Source: an optimization exercise on an open RTL-to-GDS flow (aim: small area). Production flows keep margins and buffers that such runs may drop. Function was checked by simulation only, so behaviour that the tests miss may differ from the original. Power is estimated from default activity; no workload was simulated.

## tx_alc_guard
module tx_alc_guard (
    input  logic        aclk,
    input  logic        aresetn,
    input  logic        s_tvalid,
    output logic        s_tready,
    input  logic [95:0] s_tdata,
    output logic        m_tvalid,
    input  logic        m_tready,
    output logic [31:0] m_tdata,
    input  logic        cfg_we,
    input  logic [2:0]  cfg_addr,
    input  logic [15:0] cfg_wdata
);
Size: ~2600 cells after synthesis, roughly 470 flip-flops.
export LEC_CHECK = 0
export CAP_MARGIN = 20
export CORE_MARGIN = 2
export CORE_UTILIZATION = 40
export SLEW_MARGIN = 20
create_clock -name core_clock -period 10.0 [get_ports {aclk}]
standard.sh (not shown) runs the stock make flow with config.mk's settings and CLKGATE_MAP_FILE= SYNTH_SCRIPT=/design/flow/synth_recipe.tcl, a recipe that flattens the netlist after the stock synthesis.
==> flow/flow/run.sh <==
#!/bin/bash
set -euo pipefail
bash standard.sh \
  BUFFER_PORTS_ARGS="-buffer_cell sky130_fd_sc_hd__buf_1" \
  CTS_ARGS="-sink_clustering_enable -repair_clock_nets -dont_use_dummy_load -buf_list sky130_fd_sc_hd__clkbuf_16 -sink_clustering_size 24 -sink_clustering_max_diameter 80" \
  finish > flow.log 2>&1
Then changed:
==> flow/flow/run.sh (replaced) <==
#!/bin/bash
# The standard layout (standard.sh) with three changes:
#  - synthesis runs flow/synth.tcl: synth_recipe.tcl with an area-oriented ABC script
#  - ports are buffered with the smallest buffer (buf_1)
#  - clock tree synthesis clusters the flip-flops explicitly and adds no dummy loads
# make's full output goes to flow.log; ORFS's per-step logs stay under orfs/logs.
set -euo pipefail
here=$(pwd)
bash standard.sh \
  SYNTH_SCRIPT="$here/flow/synth.tcl" \
  BUFFER_PORTS_ARGS="-buffer_cell sky130_fd_sc_hd__buf_1" \
  CTS_ARGS="-sink_clustering_enable -repair_clock_nets -dont_use_dummy_load -buf_list sky130_fd_sc_hd__clkbuf_16 -sink_clustering_size 28 -sink_clustering_max_diameter 90" \
  finish > flow.log 2>&1
==> flow/flow/abc_area.script (new file) <==
strash
&get -n
&fraig -x
&put
scorr
dc2
dretime
strash
dch -f
map -a
mfs2
strash
&get -n
&dch -f
&nf {D}
&put
buffer -c
upsize -c {D}
dnsize -c {D}
==> flow/flow/synth.tcl (new file) <==
# synth_recipe.tcl with one change: the final ABC mapping uses abc_area.script (beside this
# file) in place of ORFS's speed script. Registers are mapped before ABC and stay as they are.
proc synth {args} { yosys synth -nofsm -noshare {*}$args }
set ::my_abc_script [file join [file dirname [file normalize [info script]]] abc_area.script]
proc abc {args} {
  set i [lsearch $args -script]
  if {$i >= 0} {
    set args [lreplace $args $i [expr {$i + 1}] -script $::my_abc_script]
  }
  yosys abc {*}$args
}
source $::env(SCRIPTS_DIR)/synth.tcl
# left out here: clear keep_hierarchy, flatten, clean up, hide names made inside functions, write 1_2_yosys.v
- The changed run produced a clean layout
- wire length falls by 17%
- clock-buffer cell count falls by 3
- maximum frequency is higher by 3.5%
- cell area goes down by 7.4%
- area after synthesis shrinks by 7.3%
- sequential share of layout area rises by 3.5 points
- via count fell by 14%
- combinational power is lower by 20%
Then changed:
--- a/flow/flow/run.sh
+++ b/flow/flow/run.sh
@@ -5 +5,2 @@
-#  - clock tree synthesis clusters the flip-flops explicitly and adds no dummy loads
+#  - clock tree synthesis clusters the flip-flops explicitly (clkbuf_8 leaves, clkbuf_16
+#    root) and adds no dummy loads
@@ -12 +13 @@
-  CTS_ARGS="-sink_clustering_enable -repair_clock_nets -dont_use_dummy_load -buf_list sky130_fd_sc_hd__clkbuf_16 -sink_clustering_size 28 -sink_clustering_max_diameter 90" \
+  CTS_ARGS="-sink_clustering_enable -repair_clock_nets -dont_use_dummy_load -buf_list sky130_fd_sc_hd__clkbuf_8 -root_buf sky130_fd_sc_hd__clkbuf_16 -sink_clustering_size 17 -sink_clustering_max_diameter 70" \
=> The changed run ran to the end with no violations. Wire length rises by about 0.7%. Cell area stays flat. Total power falls by 0.84%. Worst setup slack got worse by 0.054 ns. Worst hold slack barely changes. Sequential power is about the same. Sequential cell count stays the same.
Then changed:
--- a/flow/flow/run.sh
+++ b/flow/flow/run.sh
@@ -5,2 +5 @@
-#  - clock tree synthesis clusters the flip-flops explicitly (clkbuf_8 leaves, clkbuf_16
-#    root) and adds no dummy loads
+#  - clock tree synthesis clusters the flip-flops explicitly and adds no dummy loads
@@ -13 +12 @@
-  CTS_ARGS="-sink_clustering_enable -repair_clock_nets -dont_use_dummy_load -buf_list sky130_fd_sc_hd__clkbuf_8 -root_buf sky130_fd_sc_hd__clkbuf_16 -sink_clustering_size 17 -sink_clustering_max_diameter 70" \
+  CTS_ARGS="-sink_clustering_enable -repair_clock_nets -dont_use_dummy_load -buf_list sky130_fd_sc_hd__clkbuf_16 -sink_clustering_size 24 -sink_clustering_max_diameter 80" \
The new run finished clean; design area grows by 0.40%; routed wire length shrinks by 0.52%; area after synthesis does not change; final cell count shrinks by about 0.36%; setup slack improved by 0.091 ns; total power grows by 1.1%; clock power grows by about 9%.
Then changed:
--- a/flow/flow/run.sh
+++ b/flow/flow/run.sh
@@ -12 +12,2 @@
-  CTS_ARGS="-sink_clustering_enable -repair_clock_nets -dont_use_dummy_load -buf_list sky130_fd_sc_hd__clkbuf_16 -sink_clustering_size 24 -sink_clustering_max_diameter 80" \
+  CTS_ARGS="-sink_clustering_enable -repair_clock_nets -dont_use_dummy_load -buf_list sky130_fd_sc_hd__clkbuf_16 -sink_clustering_size 28 -sink_clustering_max_diameter 90" \
+  GPL_TIMING_DRIVEN=0 \
Result: The new run finished with timing, DRC and antenna clean; total power is higher by 1.8%; clock skew is lower by 0.012 ns; area after synthesis does not change; via count is higher by 2.8%; design area is higher by 1.2%; wire length is higher by 5.6%; final cell count is higher by 1.2%; worst setup slack gets worse by 0.11 ns.
Then changed:
==> flow/flow/run.sh (replaced) <==
#!/bin/bash
set -euo pipefail
bash standard.sh \
  BUFFER_PORTS_ARGS="-buffer_cell sky130_fd_sc_hd__buf_1" \
  CTS_ARGS="-sink_clustering_enable -repair_clock_nets -dont_use_dummy_load -buf_list sky130_fd_sc_hd__clkbuf_16 -sink_clustering_size 30 -sink_clustering_max_diameter 100" \
  finish > flow.log 2>&1
removed: flow/flow/abc_area.script
removed: flow/flow/synth.tcl
The changed run produced a clean layout.
Power increases by 8.6%.
Synthesized area increases by 7.8%.
Wire length rose by 14%.
Design area grows by 6.1%.
Combinational power climbs by 20%.
Via count went up by 12%.
Sequential power drops by about 5%.
Synthesized cell count rises by 13%.

[afterwards: timing with drivers on the ports]
In the flow no input, the clock included, has a driving cell. The finished layouts below were timed again as built, in two steps. Step 1 (the two cells are an assumption about what drives the block):
set clk [get_ports {aclk}]
set_driving_cell -lib_cell sky130_fd_sc_hd__clkbuf_16 $clk
set_driving_cell -lib_cell sky130_fd_sc_hd__buf_2 [delete_from_list [all_inputs] $clk]
Step 2 also shifts input and output timing later by t, the mid clock arrival at the registers, as if the neighbouring blocks saw the same clock. a / b / c = no drivers / after step 1 / after step 2; a / b = the first two.
| run | t, ns | setup WS [ns] | latest minus earliest clock arrival (ns) |
|---|---|---|---|
| the first run | 0.659 | 0.425 / 0.425 / 0.425 | 0.064 / 0.064 |
| the second run | 0.631 | 0.751 / 0.751 / 0.751 | 0.066 / 0.066 |
| the third run | 0.601 | 0.696 / 0.696 / 0.696 | 0.076 / 0.076 |
| the fourth run | 0.636 | 0.787 / 0.787 / 0.787 | 0.074 / 0.074 |
| the fifth run | 0.633 | 0.676 / 0.676 / 0.676 | 0.062 / 0.063 |
| the sixth run | 0.633 | 0.696 / 0.696 / 0.696 | 0.099 / 0.099 |
After both steps setup and hold are still met in every run listed.
